This is an optimization exercise on Yosys and OpenROAD, whose aim is small area, a short achievable clock period and few clock cycles per item, not a production implementation.
In this exercise RTL edits were held to simulation tests only and were not proved equivalent to the original.
No activity file was given, so power comes from the tool's default toggle rates.

File: flow/constraint.sdc
create_clock -name core_clock -period 5.0 [get_ports {clk}]
set_input_delay 1.0000 -clock core_clock [delete_from_list [all_inputs] [get_ports {clk}]]
set_output_delay 1.0000 -clock core_clock [all_outputs]
set_load 0.01 [all_outputs]
File: flow/run.sh
#!/bin/bash
# synth_recipe.tcl (not shown) runs the flow's synth.tcl, then flattens the netlist and writes it again
# the make line also repeats each setting of config.mk as NAME=value (left out here)
make -C /OpenROAD-flow-scripts/flow DESIGN_CONFIG=/design/flow/config.mk WORK_HOME=/design/flow/orfs CLKGATE_MAP_FILE= SYNTH_SCRIPT=/design/flow/synth_recipe.tcl finish
File: flow/config.mk
export PLATFORM = sky130hd
export DESIGN_NAME = contact_pair_refcount_table
export DESIGN_NICKNAME = contact_pair_refcount_table
export VERILOG_FILES = /design/flow/design.v
export SDC_FILE = /design/flow/constraint.sdc
export NUM_CORES = 4
export LEC_CHECK = 0
export CAP_MARGIN = 20
export CORE_MARGIN = 2
export CORE_UTILIZATION = 45
export CTS_CLUSTER_DIAMETER = 90
export CTS_CLUSTER_SIZE = 24
export SETUP_SLACK_MARGIN = 2.35
export SLEW_MARGIN = 20
File: flow/design.v
package cprt_pkg;
  localparam int TABLE_DEPTH = 64;
  localparam int IDX_BITS    = $clog2(TABLE_DEPTH);
  localparam int ID_BITS     = 16;
  localparam int COUNT_BITS  = 8;
  localparam logic [IDX_BITS-1:0]   IDX_LAST  = IDX_BITS'(TABLE_DEPTH - 1);
  localparam logic [COUNT_BITS-1:0] COUNT_MAX = {COUNT_BITS{1'b1}};
  localparam logic [COUNT_BITS-1:0] COUNT_ONE = COUNT_BITS'(1);
  localparam logic [1:0] EV_NONE  = 2'd0;
  localparam logic [1:0] EV_BEGAN = 2'd1;
  localparam logic [1:0] EV_ENDED = 2'd2;
  localparam logic [1:0] EV_FULL  = 2'd3;
  typedef struct packed {
    logic [ID_BITS-1:0]    low_id;
    logic [ID_BITS-1:0]    high_id;
    logic [COUNT_BITS-1:0] count;
  } entry_t;
  typedef struct packed {
    logic load;      
  } cprt_cmd_t;
  typedef struct packed {
    logic unused;
  } cprt_sts_t;
endpackage
module cprt_ctrl
(
  input  logic      clk,
  input  logic      rst_n,
  input  logic      start,
  input  cprt_pkg::cprt_sts_t sts,
  output cprt_pkg::cprt_cmd_t cmd,
  output logic      busy
);
  assign cmd.load = start & rst_n;
  assign busy     = 1'b0;
endmodule
module cprt_dp
(
  input  logic                  clk,
  input  logic                  rst_n,
  input  cprt_pkg::cprt_cmd_t             cmd,
  output cprt_pkg::cprt_sts_t             sts,
  input  logic                  in_is_end,
  input  logic [cprt_pkg::ID_BITS-1:0]    in_body_a,
  input  logic [cprt_pkg::ID_BITS-1:0]    in_body_b,
  output logic                  out_strobe,
  output logic [1:0]            out_event_res,
  output logic [cprt_pkg::ID_BITS-1:0]    out_pair_low,
  output logic [cprt_pkg::ID_BITS-1:0]    out_pair_high,
  output logic [cprt_pkg::COUNT_BITS-1:0] out_live_count
);
  localparam int N  = cprt_pkg::TABLE_DEPTH;
  localparam int IB = cprt_pkg::ID_BITS;
  localparam int CB = cprt_pkg::COUNT_BITS;
  logic [IB-1:0] lo_m  [0:N-1];
  logic [IB-1:0] hi_m  [0:N-1];
  logic [CB-1:0] cnt_m [0:N-1];
  logic [N-1:0]  valid_r;
  logic [N-1:0]  ff_r;         
  logic          nfull_r;      
  logic          v0_r;
  logic          e0_r;
  logic [IB-1:0] a0_r;
  logic [IB-1:0] b0_r;
  logic          lt0_r;        
  logic          va1_r;
  logic          ea1_r;
  logic [IB-1:0] loa1_r;
  logic [IB-1:0] hia1_r;
  logic          va_r;
  logic          ea_r;
  logic [IB-1:0] loa_r;
  logic [IB-1:0] hia_r;
  logic [N-1:0]  pml_r;        
  logic [N-1:0]  pmh_r;        
  logic          vb_r;
  logic          eb_r;
  logic [IB-1:0] lob_r;
  logic [IB-1:0] hib_r;
  logic [N-1:0]  mb_r;
  logic          same_bc_r;    
  logic          vc_r;
  logic          ec_r;
  logic [IB-1:0] loc_r;
  logic [IB-1:0] hic_r;
  logic [N-1:0]  mc_r;
  logic          hc_r;         
  logic [CB-1:0] cc_r;         
  logic          le1_r;        
  logic          strobe_r;
  logic [1:0]    ev_r;
  logic [CB-1:0] live_r;
  logic [IB-1:0] out_lo_r;
  logic [IB-1:0] out_hi_r;
  logic [N-1:0]  pml;
  logic [N-1:0]  pmh;
  logic [N-1:0]  hv;
  logic          same_ac;
  logic [CB-1:0] rd_cnt;
  logic [N-1:0]  ff_alloc;
  logic [N-1:0]  ff_freed;
  logic          any_alloc;    
  logic          any_free;
  logic [CB-1:0] new_cnt;
  logic          alloc;
  logic          freed;
  logic [N-1:0]  res_vec;
  logic          res_hit;
  logic [CB-1:0] res_cnt;
  logic          res_le1;
  logic [1:0]    ev_nxt;
  logic [CB-1:0] live_nxt;
  assign sts.unused = 1'b0;
  always_ff @(posedge clk) begin
    v0_r   <= cmd.load;
    e0_r   <= in_is_end;
    a0_r   <= in_body_a;
    b0_r   <= in_body_b;
    lt0_r  <= in_body_a < in_body_b;
    va1_r  <= v0_r && rst_n;
    ea1_r  <= e0_r;
    loa1_r <= lt0_r ? a0_r : b0_r;
    hia1_r <= lt0_r ? b0_r : a0_r;
  end
  always_comb begin
    for (int i = 0; i < N; i++) begin
      pml[i] = ff_r[i] ? (loc_r == loa1_r) : (lo_m[i] == loa1_r);
      pmh[i] = ff_r[i] ? (hic_r == hia1_r) : (hi_m[i] == hia1_r);
    end
  end
  always_ff @(posedge clk) begin
    va_r  <= va1_r && rst_n;
    ea_r  <= ea1_r;
    loa_r <= loa1_r;
    hia_r <= hia1_r;
    pml_r <= pml;
    pmh_r <= pmh;
  end
  assign hv = valid_r & pml_r & pmh_r;
  assign same_ac = vc_r && (loa_r == loc_r) && (hia_r == hic_r);
  always_ff @(posedge clk) begin
    vb_r      <= va_r && rst_n;
    eb_r      <= ea_r;
    lob_r     <= loa_r;
    hib_r     <= hia_r;
    mb_r      <= !va_r ? '0 : same_ac ? res_vec : hv;
    same_bc_r <= va_r && vb_r && (loa_r == lob_r) && (hia_r == hib_r);
  end
  always_comb begin
    rd_cnt = '0;
    for (int i = 0; i < N; i++) begin
      rd_cnt = rd_cnt | ({CB{mb_r[i]}} & cnt_m[i]);
    end
  end
  always_ff @(posedge clk) begin
    vc_r  <= vb_r && rst_n;
    ec_r  <= eb_r;
    loc_r <= lob_r;
    hic_r <= hib_r;
    if (same_bc_r) begin
      mc_r  <= res_vec;
      hc_r  <= res_hit;
      cc_r  <= res_cnt;
      le1_r <= res_le1;
    end else begin
      mc_r  <= mb_r;
      hc_r  <= |mb_r;
      cc_r  <= rd_cnt;
      le1_r <= (rd_cnt <= cprt_pkg::COUNT_ONE);
    end
  end
  always_comb begin
    logic [N-1:0] cand_a, cand_f, pre_a, pre_f;
    cand_a = ~valid_r & ~ff_r;
    cand_f = ff_r | mc_r;
    pre_a = cand_a;
    pre_f = cand_f;
    for (int d = 1; d < N; d = d * 2) begin
      pre_a = pre_a | (pre_a << d);
      pre_f = pre_f | (pre_f << d);
    end
    ff_alloc  = cand_a & ~(pre_a << 1);
    ff_freed  = cand_f & ~(pre_f << 1);
    any_alloc = pre_a[N-1];
  end
  assign any_free = nfull_r;
  assign new_cnt = !ec_r ? ((cc_r == cprt_pkg::COUNT_MAX) ? cc_r : cc_r + cprt_pkg::COUNT_ONE)
                         : cc_r - cprt_pkg::COUNT_ONE;
  assign alloc = vc_r && !ec_r && !hc_r && any_free;
  assign freed = vc_r && ec_r && hc_r && le1_r;
  assign res_vec = (mc_r & {N{!freed}}) | (ff_r & {N{alloc}});
  assign res_hit = (hc_r && !freed) || alloc;
  assign res_cnt = res_hit ? new_cnt : '0;
  assign res_le1 = !res_hit || (!ec_r ? (cc_r == '0) : (cc_r == 8'd1 || cc_r == 8'd2));
  always_ff @(posedge clk) begin
    for (int i = 0; i < N; i++) begin
      if (ff_r[i]) begin
        lo_m[i] <= loc_r;
        hi_m[i] <= hic_r;
      end
      if (ff_r[i] || mc_r[i]) begin
        cnt_m[i] <= new_cnt;
      end
    end
  end
  always_ff @(posedge clk) begin
    if (!rst_n) begin
      valid_r <= '0;
      ff_r    <= N'(1);
      nfull_r <= 1'b1;
    end else begin
      valid_r <= (valid_r & ~(mc_r & {N{freed}})) | (ff_r & {N{alloc}});
      if (alloc) begin
        ff_r    <= ff_alloc;
        nfull_r <= any_alloc;
      end else if (freed) begin
        ff_r    <= ff_freed;
        nfull_r <= 1'b1;
      end
    end
  end
  always_comb begin
    ev_nxt   = cprt_pkg::EV_NONE;
    live_nxt = new_cnt;
    if (!ec_r) begin
      if (!hc_r) begin
        if (any_free) begin
          ev_nxt = cprt_pkg::EV_BEGAN;
        end else begin
          ev_nxt   = cprt_pkg::EV_FULL;
          live_nxt = '0;
        end
      end
    end else begin
      if (!hc_r) begin
        live_nxt = '0;
      end else if (le1_r) begin
        ev_nxt = cprt_pkg::EV_ENDED;
      end
    end
  end
  always_ff @(posedge clk) begin
    if (!rst_n) begin
      strobe_r <= 1'b0;
    end else begin
      strobe_r <= vc_r;
    end
    ev_r     <= ev_nxt;
    live_r   <= live_nxt;
    out_lo_r <= loc_r;
    out_hi_r <= hic_r;
  end
  assign out_strobe     = strobe_r;
  assign out_event_res  = ev_r;
  assign out_pair_low   = out_lo_r;
  assign out_pair_high  = out_hi_r;
  assign out_live_count = live_r;
endmodule
module contact_pair_refcount_table
(
  input  logic                  clk,
  input  logic                  rst_n,
  input  logic                  start,
  output logic                  busy,
  input  logic                  in_is_end,
  input  logic [cprt_pkg::ID_BITS-1:0]    in_body_a,
  input  logic [cprt_pkg::ID_BITS-1:0]    in_body_b,
  output logic                  out_strobe,
  output logic [1:0]            out_event_res,
  output logic [cprt_pkg::ID_BITS-1:0]    out_pair_low,
  output logic [cprt_pkg::ID_BITS-1:0]    out_pair_high,
  output logic [cprt_pkg::COUNT_BITS-1:0] out_live_count
);
  cprt_pkg::cprt_cmd_t cmd;
  cprt_pkg::cprt_sts_t sts;
  cprt_ctrl u_ctrl (
    .clk   (clk),
    .rst_n (rst_n),
    .start (start),
    .sts   (sts),
    .cmd   (cmd),
    .busy  (busy)
  );
  cprt_dp u_dp (
    .clk            (clk),
    .rst_n          (rst_n),
    .cmd            (cmd),
    .sts            (sts),
    .in_is_end      (in_is_end),
    .in_body_a      (in_body_a),
    .in_body_b      (in_body_b),
    .out_strobe     (out_strobe),
    .out_event_res  (out_event_res),
    .out_pair_low   (out_pair_low),
    .out_pair_high  (out_pair_high),
    .out_live_count (out_live_count)
  );
endmodule
==> run notes, run 1 <==
- The antenna violation net count after detailed routing is 0.
- The slowest stage of the critical path belongs to the cell sky130_fd_sc_hd__dfxtp_4.
- The fill cell total of the finished layout is 23,087.
- The clock tree from TritonCTS is yes.
- The share of the Yosys chip area taken by registers is 70.9%.
- Detailed routing inserted a total of approximately 76,000 vias.
- By area the synthesized netlist is led by sky130_fd_sc_hd__edfxtp_1 61%, sky130_fd_sc_hd__xor2_1 14%, sky130_fd_sc_hd__dfxtp_1 9.7%, sky130_fd_sc_hd__nor4_1 2.9%, sky130_fd_sc_hd__clkbuf_1 1.1%.
- The run finished with no timing, DRC or antenna violations.
- The leakage power is between 40 and 50 nW.
- The completed layout was analyzed and its total power is 49.6 mW.
- The number of CTS-inserted buffers is 163.
- In this run the deepest clock path goes through 4 buffers.
- The number of antenna violations at the first check in global routing is 38.
- Traced cell by cell, the critical path runs through buf_4, xor2_1, nor4_1, nand4_1, o21ai_1.
- IR analysis of the VDD net gives a maximum drop of 0.261 mV.
- The flip-flop and latch count after synthesis is 3,170.
- During I/O placement, the number of pins put on the boundary was 80.
- For this run, the leading register cell type out of synthesis is sky130_fd_sc_hd__edfxtp_1.
- The aggregate global routing overflow is 0.
- The clock net sink count is 3,170.
- In this design, the stage delay of the slowest critical-path cell is approximately 840 ps.
- The worst hold path belongs to the class reg -> reg.
- Yosys printed 4 warnings.
- The number of unique standard cell types used by synthesis is 74.
- Setup repair after global routing could not meet its margin everywhere.
- Entering global routing, the biggest net connects 110 pins.
- The worst setup path is captured at a flip-flop.
- The detailed-route DRC error count is 0.
- The total standard cell area after synthesis is about 130,000 sq um.
- Measured along the y axis, the die boundary spans 532 um.
- Power spread over the standard cell area amounts to 354 nW/um^2.
- For the final routed database, the setup TNS stands at 0 ps.
- The effective utilization at floorplan is 45.4%.
- The final critical-path share of the clock period is 54.8%.
- The global-route wire length before repair is 590,000 um.
- The placement row count is between 150 and 200.
- The worst path needs around 2700 ps of the cycle, external delays included.
- At the worst endpoint, the required time is a little under 6000 ps.
- At the end of routability-driven placement, the weighted congestion stood at 0.971.
- The category of cells accounting for the largest share of critical-path delay is flip-flops.
- After clock tree synthesis, the clock-pin slew on the worst setup and hold paths is 90 ps.
- By startpoint and endpoint, the worst setup path is classified as reg -> reg.
- The number of buffers and inverters on the critical path is 1.
- The floorplan step defined a die boundary enclosing 283,000 sq um.
- The highest attainable clock frequency is 365 MHz.
- The first TritonRoute pass finished after 8 iterations.
- The proportion of synthesized flip-flops having asynchronous set or reset is 0%.
- Of all nets on the critical path, the largest fanout is 24.
- The tree is rooted in a sky130_fd_sc_hd__clkbuf_16.
- The number of design-rule violations left by the first detailed-router iteration is 11,573.
- The post-route clock skew is approximately 76 ps.
- Counting tap cells, the placed design contains a total of 11,942 instances.
- The transition time at the pin with the least slew margin is 1130 ps.
- In this run the tool buffered the top-level ports with 78 buffer cells.
- The global-route usage over all layers is 29.7%.
- The number of maximum-capacitance violations is 0.
- The area share of the leading cell type in the synthesized netlist is between 60% and 70%.
- The sum of net half-perimeters after detailed placement is 244,000 um.
- The total number of nets in the final design is 8,649.
- The total detailed-routing wirelength is 439,000 um.
- Measured against its own limit, the worst slew margin works out to approximately a quarter.
- The biggest area contributor in the post-synthesis netlist is sky130_fd_sc_hd__edfxtp_1.
- Dividing the synthesized area by the synthesized cell count gives approximately 15 sq um.
- The cell count after synthesis is around 8,400.
- The kind of start point of the critical path is a flip-flop.
- The horizontal die dimension is between 500 and 600 um.
- In this run the standard cell core region covers 277,000 sq um.
- The later-pin clock latency in the skew report is 920 ps.
- The most common cell in the synthesized netlist is sky130_fd_sc_hd__edfxtp_1.
- The worst hold-check slack is 331 ps.
- Once layout is complete, the cells apart from fillers number approximately 12,000.
- Counting instances in the post-synthesis netlist gives the leading cell types as 2,560 x sky130_fd_sc_hd__edfxtp_1, 2,077 x sky130_fd_sc_hd__xor2_1, 610 x sky130_fd_sc_hd__dfxtp_1.
- The final-report hold violation count is 0.
- The layout-stage area growth over the synthesis result is 11.3%.
- Counting every net in the synthesized netlist gives 8,444.
- The count of flip-flops with a built-in enable after synthesis is 2,560.
- The data arrival time of the worst path is around 3500 ps.
- The max-slew violation count was 0.
- The number of H-tree levels is 4.
- The layout cell share with drive strength beyond 1 is 10.6%.
- The ratio of routed vias to standard cells is 6.13.
- The number of setup violations in the final report is 0.
- The number of global-route vias before repair came to between 70,000 and 80,000.
- The average detailed-routed wire length per instance is 35.2 um.
[metal layers]
metal / routed length [um] / GRT usage [%]
met1: 174000 / 41.3
met2: 200000 / 46.3
met3: 43200 / 4.86
met4: 21900 / 12.7
met5: 29 / 0
[flip-flops by register name (all words and copies together) (netlist names), 16 cells and up]
name           count
u_dp.a0_r         16
u_dp.b0_r         16
u_dp.cnt_m       512
u_dp.ff_r         64
u_dp.hi_m       1024
u_dp.hia1_r       16
u_dp.hia_r        16
u_dp.hib_r        16
u_dp.hic_r        16
u_dp.lo_m       1024
u_dp.loa1_r       16
u_dp.loa_r        16
u_dp.lob_r        16
u_dp.loc_r        16
u_dp.mb_r         64
u_dp.mc_r         64
u_dp.out_hi_r     16
u_dp.out_lo_r     16
u_dp.pmh_r        64
u_dp.pml_r        64
u_dp.valid_r      64
[cell usage in the layout, fill, tap and decap left out, types with 26 or more instances in the layout]
cell,instances
sky130_fd_sc_hd__a221oi_1,121
sky130_fd_sc_hd__buf_6,26
sky130_fd_sc_hd__nand2_1,220
sky130_fd_sc_hd__clkbuf_1,95
sky130_fd_sc_hd__nand4_1,206
sky130_fd_sc_hd__inv_1,58
sky130_fd_sc_hd__buf_12,87
sky130_fd_sc_hd__nor3_1,44
sky130_fd_sc_hd__dfxtp_1,472
sky130_fd_sc_hd__a22o_1,124
sky130_fd_sc_hd__dfxtp_4,92
sky130_fd_sc_hd__dlygate4sd2_1,43
sky130_fd_sc_hd__diode_2,52
sky130_fd_sc_hd__xor2_1,2074
sky130_fd_sc_hd__o21a_1,66
sky130_fd_sc_hd__nor4_1,560
sky130_fd_sc_hd__dfxtp_2,46
sky130_fd_sc_hd__o21ai_0,180
sky130_fd_sc_hd__a21oi_1,127
sky130_fd_sc_hd__a22oi_1,139
sky130_fd_sc_hd__clkdlybuf4s50_1,34
sky130_fd_sc_hd__clkbuf_16,168
sky130_fd_sc_hd__nor2_1,318
sky130_fd_sc_hd__mux2_2,33
sky130_fd_sc_hd__and4_1,66
sky130_fd_sc_hd__xnor2_1,69
sky130_fd_sc_hd__or2_2,33
sky130_fd_sc_hd__edfxtp_1,2560
sky130_fd_sc_hd__buf_4,292
[where the power goes]
group,leakage (nW),internal [mW],total [mW],switching [mW]
Clock,2.29,6.36,14.9,8.59
Sequential,27.9,29.0,29.8,0.777
Combinational,16.5,1.52,4.81,3.29
Total,46.7,36.9,49.6,12.6
[path summary, 6_finish.rpt]
kind,start,to,slack [ps],cells past startpoint
max reg2reg,u_dp.hia1_r[12],u_dp.pmh_r[57],2260,5
max,u_dp.hia1_r[12],u_dp.pmh_r[57],2260,5
min,u_dp.e0_r,u_dp.ea1_r,330,0
min reg2reg,u_dp.e0_r,u_dp.ea1_r,330,0
[timing repair]
action / CTS / global route
buffers inserted: 83 / 103
gates resized for setup: 170 / 73
setup endpoints to repair: 426 / 364
cloned: 1 / 4
hold buffers: 0 / 0
pin swaps: 15 / 22
[per-stage QoR]
step | worst slack, ps | area, sq um | util (%)
floorplan | 2360 | 126000 | -
global placement | 1270 | 132000 | 47.5
detailed placement | 1260 | 132000 | 47.5
CTS | 2350 | 138000 | 50.0
global route | 2320 | 140000 | 50.5
finish | 2260 | 140000 | 50.5
[kinds of logic after synthesis]
family,count (synthesis),synth area share (%)
flip-flops,3170,70.9
XOR/XNOR,2146,15.0
AND/OR/NAND/NOR,1603,7.15
AO/OA/AOI/OAI,872,4.81
buffers and inverters,542,1.67
multiplexers,34,0.304
adder cells (fa/ha/maj),20,0.199
other,1,0.00298
[area by class of cell]
| type | instances | area [sq um] | area share, % |
|---|---|---|---|
| Clock inverter | 23 | 231 | 0.165 |
| Timing Repair Buffer | 513 | 5610 | 4.01 |
| Tap cell | 3705 | 4640 | 3.31 |
| Sequential cell | 3170 | 89500 | 64.0 |
| Clock buffer | 263 | 4530 | 3.24 |
| Antenna cell | 52 | 130 | 0.0930 |
| Multi-Input combinational cell | 4676 | 35000 | 25.0 |
| Inverter | 69 | 289 | 0.207 |
Testbench counts, summed over its fixed seeds: cycles 4,048, items 4,000.
==> run 2: changes to the inputs <==
--- a/flow/config.mk
+++ b/flow/config.mk
@@ -12,3 +12,3 @@
 export CTS_CLUSTER_SIZE = 24
-export SETUP_SLACK_MARGIN = 2.35
+export SETUP_SLACK_MARGIN = 2.65
 export SLEW_MARGIN = 20
==> run 2 against run 1 <==
Compared with the run above:
- global-route usage increased by 2.6 points
- synthesized cell count unchanged
- hold slack improved by 3.5 ps
- sequential share of layout area decreased by 1.4 points
- via count increased by 3.0%
- routed wire length increased by 8.0%
- largest cell class unchanged
- highest routed layer unchanged
==> run notes, run 2 <==
- In the final layout, the registers with the most flip-flops are u_dp.hi_m (1024), u_dp.lo_m (1024), u_dp.cnt_m (512).
- The post-route setup TNS is 0 ps (unchanged).
- The floorplan core area is 277,000 sq um (unchanged).
- The effective utilization at floorplan is 45.4% (unchanged).
- The maximum fanout count along the critical path is 4 (-83%).
- The layout cell share with drive strength beyond 1 was 14.5% (+3.9 points).
- The count of pins on the block boundary was 80 (unchanged).
- The clock slew at the register clock pins of the worst setup and hold paths came to 100 ps (about the same).
- The average detailed-routed wire length per instance is 37.5 um (+6.4%).
- The maximum resistive drop on vdd was 0.329 mV (+26%).
- The most used flip-flop cell after synthesis is sky130_fd_sc_hd__edfxtp_1.
- The number of cells on the worst reg-to-reg path is 5 (unchanged).
- The proportion of synthesized flip-flops having asynchronous set or reset is 0% (unchanged).
- The data arrival time of the worst path was 3390 ps (-120 ps).
- The number of H-tree levels is 4 (unchanged).
- The horizontal die dimension came to 532 um (unchanged).
- The number of global-route vias before repair is 72,858 (+1.2%).
- The data required time at the worst endpoint was 5800 ps (+30 ps).
- The total of hold buffers inserted after clock tree synthesis is 0 (unchanged).
- The cell sitting at the root of the clock tree is a sky130_fd_sc_hd__clkbuf_16.
- The share of the synthesized netlist area taken by xor and xnor gates is 15.0% (unchanged).
- The capturing element type of the critical path is a flip-flop.
- The worst min-delay path class is reg -> reg.
- The share of synthesized area spent on multiplexers is 0.304% (unchanged).
- The antenna violation net count after detailed routing is 0 (unchanged).
- The number of cells traversed by the worst hold path is 0 (unchanged).
- The fraction of power consumed by the clock network was 29.9% (-0.3 points).
- The average cell area after synthesis is 15.0 sq um (unchanged).
- The leakage power is 48.3 nW (+3.5%).
- The total via count in the routed design is 78,761 (+3.0%).
- The transition time at the pin with the least slew margin came to 1150 ps (+20.6 ps).
- The total detailed-routing wirelength is 474,000 um (+8.0%).
- The normalized max-slew margin came to 22.6% (-1.8 points).
- The highest attainable clock frequency came to 386 MHz (+5.9%).
- The combinational fraction of design power is 11.3% (+1.6 points).
- The post-synthesis compound-gate area fraction is 4.81% (unchanged).
- The later-pin clock latency in the skew report is 920 ps (about the same).
- The count of flip-flops with a built-in enable after synthesis is 2,560 (unchanged).
- The share of the yosys chip area belonging to registers was 70.9% (unchanged).
- The number of unique standard cell types used by synthesis is 74 (unchanged).
- The maximum number of pins on one net before global-route repair is 77 (-30%).
- The power density over the cells is 349 nW/um^2 (-1.5%).
- Setup repair after global routing could not meet its margin everywhere.
- The number of design-rule violations left by the first detailed-router iteration is 12,449 (+7.6%).
- The placement row count is 193 (unchanged).
- The number of CTS-inserted buffers is 162 (-0.61%).
- The ratio of routed vias to standard cells was 6.22 (+1.5%).
- The global-route usage over all layers was 32.3% (+2.6 points).
- The switching power was 12.9 mW (+2.2%).
- After synthesis, the largest family of logic cells by area is XOR/XNOR gates.
- The final-report hold violation count is 0 (unchanged).
- The die area was 283,000 sq um (unchanged).
- After synthesis, the cell types taking the most area are sky130_fd_sc_hd__edfxtp_1 61%, sky130_fd_sc_hd__xor2_1 14%, sky130_fd_sc_hd__dfxtp_1 9.7%, sky130_fd_sc_hd__nor4_1 2.9%, sky130_fd_sc_hd__clkbuf_1 1.1%.
- The synthesized-area fraction occupied by and/or/nand/nor cells was 7.15% (unchanged).
- The max-slew violation count came to 0 (unchanged).
- The number of antenna violations at the first check in global routing came to 35 (-7.9%).
- The share of total power consumed by net switching was 25.9% (+0.34 points).
- The sequential share of power was 58.8% (-1.3 points).
- The flow ran to the end and the layout has no timing, DRC or antenna violations.
- The area share of the leading cell type in the synthesized netlist is 61.2% (unchanged).
- The height of the chip is 532 um (unchanged).
- The cell count after synthesis is 8,388 (unchanged).
- The critical path in this run is classified as reg -> reg.
- The clock net sink count came to 3,170 (unchanged).
- The internal power is 37.1 mW (+0.38%).
- The post-route clock skew is 51.4 ps (-24.3 ps).
- The fraction of the mapped netlist area in adder cells is 0.199% (unchanged).
- The global-route wire length before repair is 629,000 um (+6.6%).
- The flip-flop and latch count after synthesis is 3,170 (unchanged).
- The quantity of I/O buffers inserted on ports was 78 (unchanged).
- In the layout the commonest cells are 2,560 x sky130_fd_sc_hd__edfxtp_1, 2,074 x sky130_fd_sc_hd__xor2_1, 552 x sky130_fd_sc_hd__nor4_1.
- The synthesized net count is 8,444 (unchanged).
- The final weighted congestion of routability-driven global placement is 0.967 (-0.45%).
- The sum of net half-perimeters after detailed placement is 243,000 um (-0.33%).
- TritonCTS built the clock tree.
- By count the netlist is led by 2,560 x sky130_fd_sc_hd__edfxtp_1, 2,077 x sky130_fd_sc_hd__xor2_1, 610 x sky130_fd_sc_hd__dfxtp_1.
- The clock tree buffer depth is 4 (unchanged).
- The most common library cell in the layout ignoring fill and taps is sky130_fd_sc_hd__edfxtp_1.
- The cell type contributing the most total cell area after synthesis is sky130_fd_sc_hd__edfxtp_1.
- The detailed-route DRC error count is 0 (unchanged).
- The worst slack at placement came to 1350 ps (+85.2 ps).
- The setup slack after layout is 2410 ps (+151 ps).
- The final critical delay including setup and external delays came to 2590 ps (-151 ps).
- The total number of nets in the final design is 8,848 (+2.3%).
- The most common cell in the netlist is sky130_fd_sc_hd__edfxtp_1.
- The final critical-path share of the clock period is 51.8% (-3.0 points).
- The layout-stage area growth over the synthesis result is 14.0%.
- The number of setup violations in the final report is 0 (unchanged).
- The aggregate global routing overflow is 0 (unchanged).
- The total standard cell area after synthesis is 126,000 sq um (unchanged).
- The number of maximum-capacitance violations is 0 (unchanged).
- The number of detailed-route iterations in the first pass came to 7 (-1).
- The number of warning messages in the yosys log came to 4 (unchanged).
- The worst setup path is launched from a flip-flop.
==> run 2: worst max-delay path, stage by stage, from the launching register on <==
cell and delay (ps):
sky130_fd_sc_hd__dfxtp_1 400, sky130_fd_sc_hd__nor4_4 300, sky130_fd_sc_hd__nand4_1 250, sky130_fd_sc_hd__nor4_1 1020, sky130_fd_sc_hd__nand3_1 220, sky130_fd_sc_hd__a31oi_1 280
==> run 2: power groups by stage <==
| stage | Combinational (mW) | Sequential [mW] | Clock, mW |
|---|---|---|---|
| after global routing | 5.86 | 29.4 | 15.9 |
| after global placement | 3.92 | 30.8 | 0 |
| after floorplan | 2.36 | 30.1 | 0 |
| final | 5.66 | 29.4 | 14.9 |
| after detailed placement | 3.98 | 30.8 | 0 |
| after CTS | 5.30 | 29.5 | 15.0 |
==> run 2: layer usage <==
layer / vias to the layer above / wire length, um / global-route usage [%]
met1: 40733 / 180000 / 42.9
li1: 31807 / - / -
met2: 5128 / 209000 / 48.9
met4: 4 / 33700 / 18.7
met3: 1089 / 51000 / 7.28
met5: - / 29 / 0
==> run 2: cells by family after synthesis <==
family          Yosys count
simple gates           1603
compound gates          872
fa+ha+maj                20
xor+xnor               2146
flops                  3170
buf+inv                 542
mux                      34
other cells               1
==> run 2: final timing paths <==
kind,startpoint,endpoint,slack (ps)
worst max-delay path,u_dp.mc_r[12],u_dp.ff_r[22],2410
worst min-delay path,u_dp.ea_r,u_dp.eb_r,330
worst max register to register,u_dp.mc_r[12],u_dp.ff_r[22],2410
worst min register to register,u_dp.ea_r,u_dp.eb_r,330
==> run 2: timing repair <==
item	4_1_cts	5_1_grt
setup buffers	308	146
resized for setup	408	121
endpoints found under the setup margin	824	519
cloned	9	1
pin swaps	47	56
==> run 2: cell type report <==
cell class / instances / area (sq um)
Multi-Input combinational cell: 4676 / 35600
Tap cell: 3705 / 4640
Clock inverter: 17 / 178
Antenna cell: 38 / 95.1
Fill cell: 22710 / 134000
Sequential cell: 3170 / 89600
Clock buffer: 267 / 4520
Timing Repair Buffer: 710 / 8230
Inverter: 69 / 319
Timing Repair inverter: 3 / 22.5
==> run 2: stage by stage <==
stage	total power, mW	instances	hold slack, ps	utilization, %	cell area [sq um]
5_1_grt	51.1	12639	346	51.7	143000
6_report	50.0	12655	335	51.7	143000
3_3_place_gp	34.7	11869	321	47.4	131000
2_1_floorplan	32.4	8388	310	-	126000
4_1_cts	49.8	12470	337	51.0	141000
3_5_place_dp	34.8	11869	317	47.4	131000
==> run 3: changes to the inputs <==
==> flow/flow/run.sh (new file) <==
#!/bin/bash
# Own layout flow: the standard flow (standard.sh, unchanged synthesis)
# with two placement/CTS choices made through ORFS's own variables:
#  - ports are buffered with buf_4 instead of the default delay buffer
#  - CTS clusters up to 24 sinks and inserts no dummy loads
# Each tool's full output goes to ORFS's logs under orfs/logs; the make
# output goes to standard.log in the work folder.
set -euo pipefail
export BUFFER_PORTS_ARGS="-buffer_cell sky130_fd_sc_hd__buf_4"
export CTS_ARGS="-sink_clustering_enable -repair_clock_nets -sink_clustering_size 24 -sink_clustering_max_diameter 90 -dont_use_dummy_load"
bash standard.sh > standard.log 2>&1
==> flow/standard.sh (new file) <==
#!/bin/bash
# synth_recipe.tcl (not shown) runs the flow's synth.tcl, then flattens the netlist and writes it again
# the make line also repeats each setting of config.mk as NAME=value (left out here)
make -C /OpenROAD-flow-scripts/flow DESIGN_CONFIG=/design/flow/config.mk WORK_HOME=/design/flow/orfs CLKGATE_MAP_FILE= SYNTH_SCRIPT=/design/flow/synth_recipe.tcl "${@:-finish}"
--- a/flow/config.mk
+++ b/flow/config.mk
@@ -10,5 +10,3 @@
 export CORE_UTILIZATION = 45
-export CTS_CLUSTER_DIAMETER = 90
-export CTS_CLUSTER_SIZE = 24
-export SETUP_SLACK_MARGIN = 2.65
+export SETUP_SLACK_MARGIN = 2.5
 export SLEW_MARGIN = 20
removed: flow/run.sh
==> run 3 against run 2 <==
Compared with the run above:
- still clean
- routed wire length fell by 3.7%
- sequential power barely moved
- cell area fell by 2.4%
- non-clock buffer count fell by 183
- clock power fell by 7%
- critical path depth did not move
- combinational power fell by 8.0%
- clock-buffer cell count fell by 109
- global-route usage fell by 1.6 points
==> run notes, run 3 <==
- The final critical-path share of the clock period is 53.1% (+1.3 points).
- The die area is 283,000 sq um (unchanged).
- The leakage power came to 46.6 nW (-3.4%).
- The placement row count is 193 (unchanged).
- The share of synthesized area spent on multiplexers was 0.304% (unchanged).
- The final weighted congestion of routability-driven global placement is 0.995 (+2.9%).
- By area the synthesized netlist is led by sky130_fd_sc_hd__edfxtp_1 61%, sky130_fd_sc_hd__xor2_1 14%, sky130_fd_sc_hd__dfxtp_1 9.7%, sky130_fd_sc_hd__nor4_1 2.9%, sky130_fd_sc_hd__clkbuf_1 1.1%.
- The global routing usage on met1 is 41.5% (-1.3 points).
- The clock tree from TritonCTS is yes.
- The floorplan core area is 277,000 sq um (unchanged).
- The clock tree buffer depth is 4 (unchanged).
- The most used flip-flop cell after synthesis is sky130_fd_sc_hd__edfxtp_1.
- The combinational fraction of design power is 10.7% (-0.6 points).
- The setup slack after layout is 2340 ps (-66.0 ps).
- The fraction of power consumed by the clock network is 28.5% (-1.4 points).
- The detailed-route DRC error count is 0 (unchanged).
- The kind of start point of the critical path is a flip-flop.
- The sum of net half-perimeters after detailed placement was 249,000 um (+2.7%).
- The root buffer selected by CTS is sky130_fd_sc_hd__clkbuf_16.
- The total number of nets in the final design is 8,658 (-2.1%).
- The layer flagged by global routing as most heavily used is met2.
- The post-synthesis compound-gate area fraction is 4.81% (unchanged).
- The area share of the leading cell type in the synthesized netlist is 61.2% (unchanged).
- The maximum fanout count along the critical path is 10 (+6).
- The sequential share of power is 60.8% (+2.0 points).
- The power density over the cells is 348 nW/um^2 (-0.39%).
- Sorting the synthesized cells by how often they occur yields 2,560 x sky130_fd_sc_hd__edfxtp_1, 2,077 x sky130_fd_sc_hd__xor2_1, 610 x sky130_fd_sc_hd__dfxtp_1.
- The transition time at the pin with the least slew margin was 1210 ps (+56.4 ps).
- The met3 usage is 6.14% (-1.1 points).
- The total via count in the routed design is 76,763 (-2.5%).
- The height of the chip is 532 um (unchanged).
- The later-pin clock latency in the skew report is 910 ps (about the same).
- The setup path with the least slack is of type reg -> reg.
- The max-slew violation count is 0 (unchanged).
- The worst min-delay path class is in -> reg.
- The number of setup violations in the final report was 0 (unchanged).
- The worst slack at placement was 1630 ps (+284 ps).
- The flip-flop and latch count after synthesis came to 3,170 (unchanged).
- The number of warning messages in the yosys log is 4 (unchanged).
- The global routing usage on met2 is 47.4% (-1.6 points).
- The synthesized-area fraction occupied by and/or/nand/nor cells came to 7.15% (unchanged).
- The maximum number of pins on one net before global-route repair is 85 (+10%).
- The total standard cell area after synthesis came to 126,000 sq um (unchanged).
- The final-report hold violation count is 0 (unchanged).
- The global-route usage over all layers is 30.8% (-1.6 points).
- The data arrival time of the worst path is 3460 ps (+70 ps).
- The synthesized net count is 8,444 (unchanged).
- The highest attainable clock frequency is 377 MHz (-2.5%).
- The horizontal die dimension is 532 um (unchanged).
- Setup repair after global routing could not meet its margin everywhere.
- The share of the synthesized netlist area taken by xor and xnor gates is 15.0% (unchanged).
- The clock net sink count was 3,170 (unchanged).
- The average cell area after synthesis was 15.0 sq um (unchanged).
- The proportion of synthesized flip-flops having asynchronous set or reset is 0% (unchanged).
- The post-route clock skew is 104 ps (+52.1 ps).
- The number of global-route vias before repair came to 71,745 (-1.5%).
- The clock slew at the register clock pins of the worst setup and hold paths is 100 ps (about the same).
- The effective utilization at floorplan is 45.4% (unchanged).
- The top cell types in the final layout, fill and taps aside, are 2,560 x sky130_fd_sc_hd__edfxtp_1, 2,075 x sky130_fd_sc_hd__xor2_1, 558 x sky130_fd_sc_hd__nor4_1.
- The number of unique standard cell types used by synthesis is 74 (unchanged).
- The total detailed-routing wirelength is 457,000 um (-3.7%).
- The antenna violation net count after detailed routing came to 0 (unchanged).
- The cell type contributing the most total cell area after synthesis is sky130_fd_sc_hd__edfxtp_1.
- The number of antenna violations at the first check in global routing is 45 (+29%).
- The average detailed-routed wire length per instance was 37.0 um (-1.4%).
- The number of detailed-route iterations in the first pass is 7 (unchanged).
- The aggregate global routing overflow is 0 (unchanged).
- The total of hold buffers inserted after clock tree synthesis is 0 (unchanged).
- The fraction of the mapped netlist area in adder cells is 0.199% (unchanged).
- The switching power is 12.4 mW (-4.4%).
- The combinational family with the most area after synthesis is XOR/XNOR gates.
- The most common cell in the netlist is sky130_fd_sc_hd__edfxtp_1.
- The data required time at the worst endpoint is 5810 ps (about the same).
- The maximum resistive drop on vdd is 0.242 mV (-26%).
- The library cell used most frequently in the layout, excluding fill and tap cells, is sky130_fd_sc_hd__edfxtp_1.
- The capturing element type of the critical path is a flip-flop.
- The run finished with no timing, DRC or antenna violations.
- The number of design-rule violations left by the first detailed-router iteration is 11,760 (-5.5%).
- In the final layout, the registers with the most flip-flops are u_dp.hi_m (1024), u_dp.lo_m (1024), u_dp.cnt_m (512).
- The post-route setup TNS came to 0 ps (unchanged).
- The number of H-tree levels is 4 (unchanged).
- The share of the yosys chip area belonging to registers is 70.9% (unchanged).
- The layout-stage area growth over the synthesis result is 11.3%.
- The final critical delay including setup and external delays is 2660 ps (+66.0 ps).
- The layout cell share with drive strength beyond 1 is 12.0% (-2.5 points).
- The count of pins on the block boundary came to 80 (unchanged).
- The internal power is 36.2 mW (-2.2%).
- The share of total power consumed by net switching is 25.4% (-0.42 points).
- The cell count after synthesis is 8,388 (unchanged).
- The number of CTS-inserted buffers was 158 (-2.5%).
- The number of maximum-capacitance violations is 0 (unchanged).
- The count of flip-flops with a built-in enable after synthesis is 2,560 (unchanged).
- The normalized max-slew margin is 19.4% (-3.1 points).
- The global-route wire length before repair is 603,000 um (-4.0%).
- The ratio of routed vias to standard cells is 6.21 (-0.18%).
- The quantity of I/O buffers inserted on ports was 78 (unchanged).
-- run 3: cell count changes in the layout (fill, tap and decap cells not counted), sizes merged --
cell	before	now
buf	667	519
bufbuf	6	2
clkbuf	270	164
clkdlybuf4s50	34	0
clkinv	4	2
clkinvlp	8	3
diode	38	51
inv	76	63
-- run 3: critical path: stages (launching register included) --
cell	delay, ps
sky130_fd_sc_hd__dfxtp_1	680
sky130_fd_sc_hd__a221oi_1	570
sky130_fd_sc_hd__nand4_1	370
sky130_fd_sc_hd__nor4_1	520
sky130_fd_sc_hd__a41oi_1	190
sky130_fd_sc_hd__nor3_1	210
-- run 3: routing by layer --
layer | wire length, um | vias to the layer above
li1 | - | 31331
met1 | 177000 | 39837
met2 | 203000 | 4720
met3 | 47400 | 863
met4 | 28300 | 12
met5 | 102 | -
-- run 3: cell type report --
class,instances,area (sq um)
sequential,3170,89500
clock buffer,158,3950
tap,3705,4640
timing repair buffer,527,5990
inverter,69,322
fill,23129,137000
multi-input combinational,4676,35200
antenna,51,128
-- run 3: worst paths after layout --
kind	start	endpoint	slack, ps	cells after the start
hold / removal	in_is_end	u_dp.e0_r	190	1
setup reg to reg	u_dp.mb_r[26]	u_dp.le1_r	2340	5
hold reg to reg	u_dp.hib_r[1]	u_dp.hic_r[1]	330	0
setup / recovery	u_dp.mb_r[26]	u_dp.le1_r	2340	5
-- run 3: kinds of logic after synthesis --
family,count (synthesis)
compound gates,872
xor+xnor,2146
fa+ha+maj,20
buf+inv,542
flops,3170
mux,34
other cells,1
simple gates,1603
-- run 3: stage by stage --
step | cells | area, sq um | total power [mW] | hold slack (ps) | utilization (%)
after floorplan | 8388 | 126000 | 32.4 | 310 | -
after global placement | 11928 | 131000 | 34.8 | 320 | 47.5
after detailed placement | 11929 | 131000 | 34.8 | 319 | 47.5
after CTS | 12220 | 138000 | 48.5 | 142 | 49.9
after global routing | 12344 | 140000 | 49.7 | 176 | 50.5
final | 12356 | 140000 | 48.6 | 188 | 50.5
-- run 3: power by group through the flow --
stage          Sequential (mW)  Clock [mW]  Combinational, mW
6_report                  29.5        13.8               5.21
5_1_grt                   29.6        14.7               5.40
4_1_cts                   29.6        13.9               4.99
3_5_place_dp              30.4           0               4.42
3_3_place_gp              30.4           0               4.38
2_1_floorplan             30.1           0               2.36
-- run 3: timing repair --
action,4_1_cts,5_1_grt
pin swaps,20,24
endpoints found under the setup margin,755,393
cloned,3,6
setup buffers,130,79
resized for setup,189,115
==> run 4: changes to the inputs <==
--- a/flow/config.mk
+++ b/flow/config.mk
@@ -10,3 +10,3 @@
 export CORE_UTILIZATION = 45
-export SETUP_SLACK_MARGIN = 2.5
+export SETUP_SLACK_MARGIN = 2.35
 export SLEW_MARGIN = 20
==> run 4 against run 3 <==
Compared with the run above:
- first-iteration DRC count grew 6.4%
- via count shrank 0.13%
- fmax shrank 3.6%
- still clean
- critical path depth grew 1
- synthesized cell count is the same
- synthesized area is the same
- setup slack lost 99 ps
==> run notes, run 4 <==
- The internal power is 36.5 mW (+0.65%).
- The detailed-route DRC error count is 0 (unchanged).
- The post-route clock skew is 135 ps (+31.2 ps).
- The global-route usage over all layers came to 30.6% (-0.16 points).
- The maximum number of pins on one net before global-route repair is 129 (+52%).
- The worst setup path is of the reg -> reg kind.
- The number of unique standard cell types used by synthesis is 74 (unchanged).
- The floorplan core area is 277,000 sq um (unchanged).
- The number of CTS-inserted buffers is 167 (+5.7%).
- The switching power came to 12.5 mW (+0.88%).
- The number of cells traversed by the worst hold path is 1 (unchanged).
- The number of antenna violations at the first check in global routing was 43 (-4.4%).
- The worst hold path endpoint is u_dp.e0_r.
- The clock net sink count is 3,170 (unchanged).
- The total via count in the routed design was 76,660 (-0.13%).
- The clock tree buffer depth came to 4 (unchanged).
- The root buffer selected by CTS is sky130_fd_sc_hd__clkbuf_16.
- The area taken by multi-input logic gates is 35,000 sq um (-0.60%).
- The number of setup violations in the final report is 0 (unchanged).
- The quantity of I/O buffers inserted on ports is 78 (unchanged).
- The leakage power is 46.2 nW (-1.0%).
- The register-to-register path setup slack is 2250 ps (-100 ps).
- The worst setup path is captured at a flip-flop.
- Of all cell types, the one taking the most synthesized area is sky130_fd_sc_hd__edfxtp_1.
- The share of total power consumed by net switching was 25.5% (+0.042 points).
- Among all cell types in the netlist, the one instantiated most often is sky130_fd_sc_hd__edfxtp_1.
- The kind of start point of the critical path is a flip-flop.
- The data required time at the worst endpoint came to 5870 ps (+60 ps).
- The sum of net half-perimeters after detailed placement came to 253,000 um (+1.6%).
- Setup repair after global routing could not meet its margin everywhere.
- The total power of the final layout came to 48.9 mW (+0.71%).
- The number of H-tree levels is 4 (unchanged).
- The total number of nets in the final design is 8,613 (-0.52%).
- The run finished with no timing, DRC or antenna violations.
- The number of detailed-route iterations in the first pass is 8 (+1).
- The final weighted congestion of routability-driven global placement was 0.991 (-0.44%).
- The area share of the leading cell type in the synthesized netlist is 61.2% (unchanged).
- The count of flip-flops with a built-in enable after synthesis was 2,560 (unchanged).
- The share of the yosys chip area belonging to registers was 70.9% (unchanged).
- The maximum fanout count along the critical path was 10 (unchanged).
- The final critical delay including setup and external delays is 2750 ps (+98.7 ps).
- In this run the critical register-to-register path is captured at u_dp.le1_r.
- The worst min-delay path class is in -> reg.
- The proportion of synthesized flip-flops having asynchronous set or reset is 0% (unchanged).
- The transition time at the pin with the least slew margin is 1300 ps (+96.4 ps).
- The maximum resistive drop on vdd came to 0.246 mV (+1.7%).
- The total of hold buffers inserted after clock tree synthesis is 0 (unchanged).
- The sequential share of power is 60.7% (about the same).
- The post-route setup TNS is 0 ps (unchanged).
- The final critical-path share of the clock period was 55.1% (+2.0 points).
- The clock tree from TritonCTS is yes.
- The normalized max-slew margin is 13.0% (-6.5 points).
- The data arrival time of the worst path is 3620 ps (+160 ps).
- The antenna violation net count after detailed routing is 0 (unchanged).
- The clock slew at the register clock pins of the worst setup and hold paths is 110 ps (about the same).
- The register area is 89,500 sq um (about the same).
- The combinational fraction of design power is 10.3% (-0.4 points).
- The number of maximum-capacitance violations is 0 (unchanged).
- The horizontal die dimension was 532 um (unchanged).
- The placement row count was 193 (unchanged).
- The total detailed-routing wirelength is 452,000 um (-0.98%).
- The library cell used most frequently in the layout, excluding fill and tap cells, is sky130_fd_sc_hd__edfxtp_1.
- The ratio of routed vias to standard cells was 6.23 (+0.24%).
- The count of pins on the block boundary is 80 (unchanged).
- The cell count after synthesis is 8,388 (unchanged).
- The later-pin clock latency in the skew report is 940 ps (+30 ps).
- The number of cells on the worst reg-to-reg path is 6 (+1).
- The highest attainable clock frequency is 363 MHz (-3.6%).
- The max-slew violation count is 0 (unchanged).
- The number of warning messages in the yosys log is 4 (unchanged).
- The power density over the cells is 353 nW/um^2 (+1.5%).
- The aggregate global routing overflow came to 0 (unchanged).
- In the post-synthesis netlist, the biggest area contributors are sky130_fd_sc_hd__edfxtp_1 61%, sky130_fd_sc_hd__xor2_1 14%, sky130_fd_sc_hd__dfxtp_1 9.7%, sky130_fd_sc_hd__nor4_1 2.9%, sky130_fd_sc_hd__clkbuf_1 1.1%.
- The layout-stage area growth over the synthesis result is 10.4%.
- The effective utilization at floorplan is 45.4% (unchanged).
- In the final layout, the registers with the most flip-flops are u_dp.hi_m (1024), u_dp.lo_m (1024), u_dp.cnt_m (512).
- The synthesized net count is 8,444 (unchanged).
- The fraction of power consumed by the clock network is 29.0% (+0.5 points).
- The height of the chip is 532 um (unchanged).
- The flip-flop and latch count after synthesis is 3,170 (unchanged).
- The number of design-rule violations left by the first detailed-router iteration is 12,511 (+6.4%).
- The library cells used most frequently in the layout, excluding fill and tap cells, are 2,560 x sky130_fd_sc_hd__edfxtp_1, 2,074 x sky130_fd_sc_hd__xor2_1, 559 x sky130_fd_sc_hd__nor4_1.
- The final-report hold violation count is 0 (unchanged).
- The layout cell share with drive strength beyond 1 came to 11.1% (-0.91 points).
- The number of global-route vias before repair is 71,504 (-0.34%).
- The commonest cells after synthesis are 2,560 x sky130_fd_sc_hd__edfxtp_1, 2,077 x sky130_fd_sc_hd__xor2_1, 610 x sky130_fd_sc_hd__dfxtp_1.
- The average detailed-routed wire length per instance is 36.7 um (-0.61%).
- The most used flip-flop cell after synthesis is sky130_fd_sc_hd__edfxtp_1.
- The reg-to-reg startpoint is u_dp.mb_r[18].
- The global-route wire length before repair is 600,000 um (-0.56%).
- The average cell area after synthesis is 15.0 sq um (unchanged).
- The fill cell total of the finished layout is 23,279 (+0.65%).
- The start point of the worst hold path is in_is_end.
- The die area came to 283,000 sq um (unchanged).
- The total standard cell area after synthesis is 126,000 sq um (unchanged).
run 4: cell families (layout without fill, tap and decap cells):
logic type	Yosys count	count (layout)	synth area share (%)
adder cells (fa/ha/maj)	20	20	0.199
AND/OR/NAND/NOR	1603	1603	7.15
flip-flops	3170	3170	70.9
multiplexers	34	34	0.304
other	1	51	0.00298
XOR/XNOR	2146	2146	15.0
AO/OA/AOI/OAI	872	872	4.81
buffers and inverters	542	709	1.67
run 4: cell type report:
class	count	area share, %
clock buffers	167	3.01
well taps	3705	3.34
inverters	69	0.207
diodes	50	0.0902
flip-flops and latches	3170	64.5
multi-input cells	4676	25.2
repair buffers	473	3.58
run 4: power groups by stage:
stage	Sequential (mW)	Clock [mW]	Combinational, mW
floorplan	30.1	0	2.36
global placement	30.6	0	4.21
detailed placement	30.6	0	4.26
CTS	29.8	14.3	4.78
global route	29.7	15.1	5.24
finish	29.7	14.2	5.03
run 4: per-stage QoR:
stage / hold WS [ps] / setup slack [ps] / instance area [sq um] / utilization, % / std cells
finish: 200 / 2250 / 139000 / 50.1 / 12310
global placement: 319 / 1340 / 131000 / 47.4 / 11928
global route: 181 / 2340 / 139000 / 50.1 / 12291
detailed placement: 318 / 1300 / 131000 / 47.4 / 11928
CTS: 154 / 2270 / 137000 / 49.6 / 12192
floorplan: 310 / 2360 / 126000 / - / 8388
run 4: repair_timing:
item	in CTS	in global routing
pin swaps	17	22
setup buffers	96	65
gates resized for setup	122	99
endpoints found under the hold margin	0	0
gates cloned	1	3
setup endpoints to repair	450	434
run 4: how the worst max path moves through the flow:
stage	startpoint	endpoint
after floorplan	u_dp.ff_r[43]	u_dp.ff_r[55]
after global placement	u_dp.ff_r[23]	u_dp.nfull_r
after detailed placement	u_dp.ff_r[23]	u_dp.nfull_r
after CTS	u_dp.ff_r[4]	u_dp.ff_r[37]
after global routing	u_dp.ec_r	u_dp.ff_r[39]
final	u_dp.mb_r[18]	u_dp.le1_r
run 4: worst max-delay path, cell delays in order (launching register included):
cell,delay [ps]
sky130_fd_sc_hd__dfxtp_1,610
sky130_fd_sc_hd__a22o_1,320
sky130_fd_sc_hd__a221oi_1,470
sky130_fd_sc_hd__nand4_1,480
sky130_fd_sc_hd__nor4_4,510
sky130_fd_sc_hd__a21oi_1,120
sky130_fd_sc_hd__nor3_1,180
run 4: per-layer routing:
| layer | routed length (um) | track usage, % | vias to the layer above | share of wire (%) |
|---|---|---|---|---|
| li1 | - | - | 31210 | - |
| met1 | 179000 | 42.8 | 39728 | 40 |
| met2 | 199000 | 46.1 | 4918 | 44 |
| met3 | 52100 | 6.96 | 798 | 12 |
| met4 | 22600 | 12.4 | 6 | 5.0 |
| met5 | 46 | 0 | - | 0.010 |

afterwards: timing with drivers on the ports:
No port has a modelled driver above. Below, the same layouts with a new extraction and two added sets of constraints.
Step 1, drivers: a clkbuf_16 drives clk and a buf_2 each remaining input, both assumed.
Step 2 also shifts input and output timing later by t, the mid clock arrival at the registers, as if the neighbouring blocks saw the same clock.
Slacks: ideal / step 1 / step 2; pairs: ideal / step 1.
| run | t, ns | slack for setup (ns) | clock arrival spread, ns |
|---|---|---|---|
| run 1 | 0.980 | 2.259 / 2.259 / 2.065 | 0.083 / 0.084 |
| run 2 | 0.982 | 2.411 / 2.411 / 2.051 | 0.060 / 0.059 |
| run 3 | 0.963 | 2.345 / 2.345 / 1.695 | 0.111 / 0.110 |
| run 4 | 0.972 | 2.246 / 2.246 / 1.669 | 0.139 / 0.138 |
After both steps setup and hold are still met in every run listed. The setup slack of run 3, which loses most, moves by 0.000 ns with the drivers and by -0.650 ns with both steps.
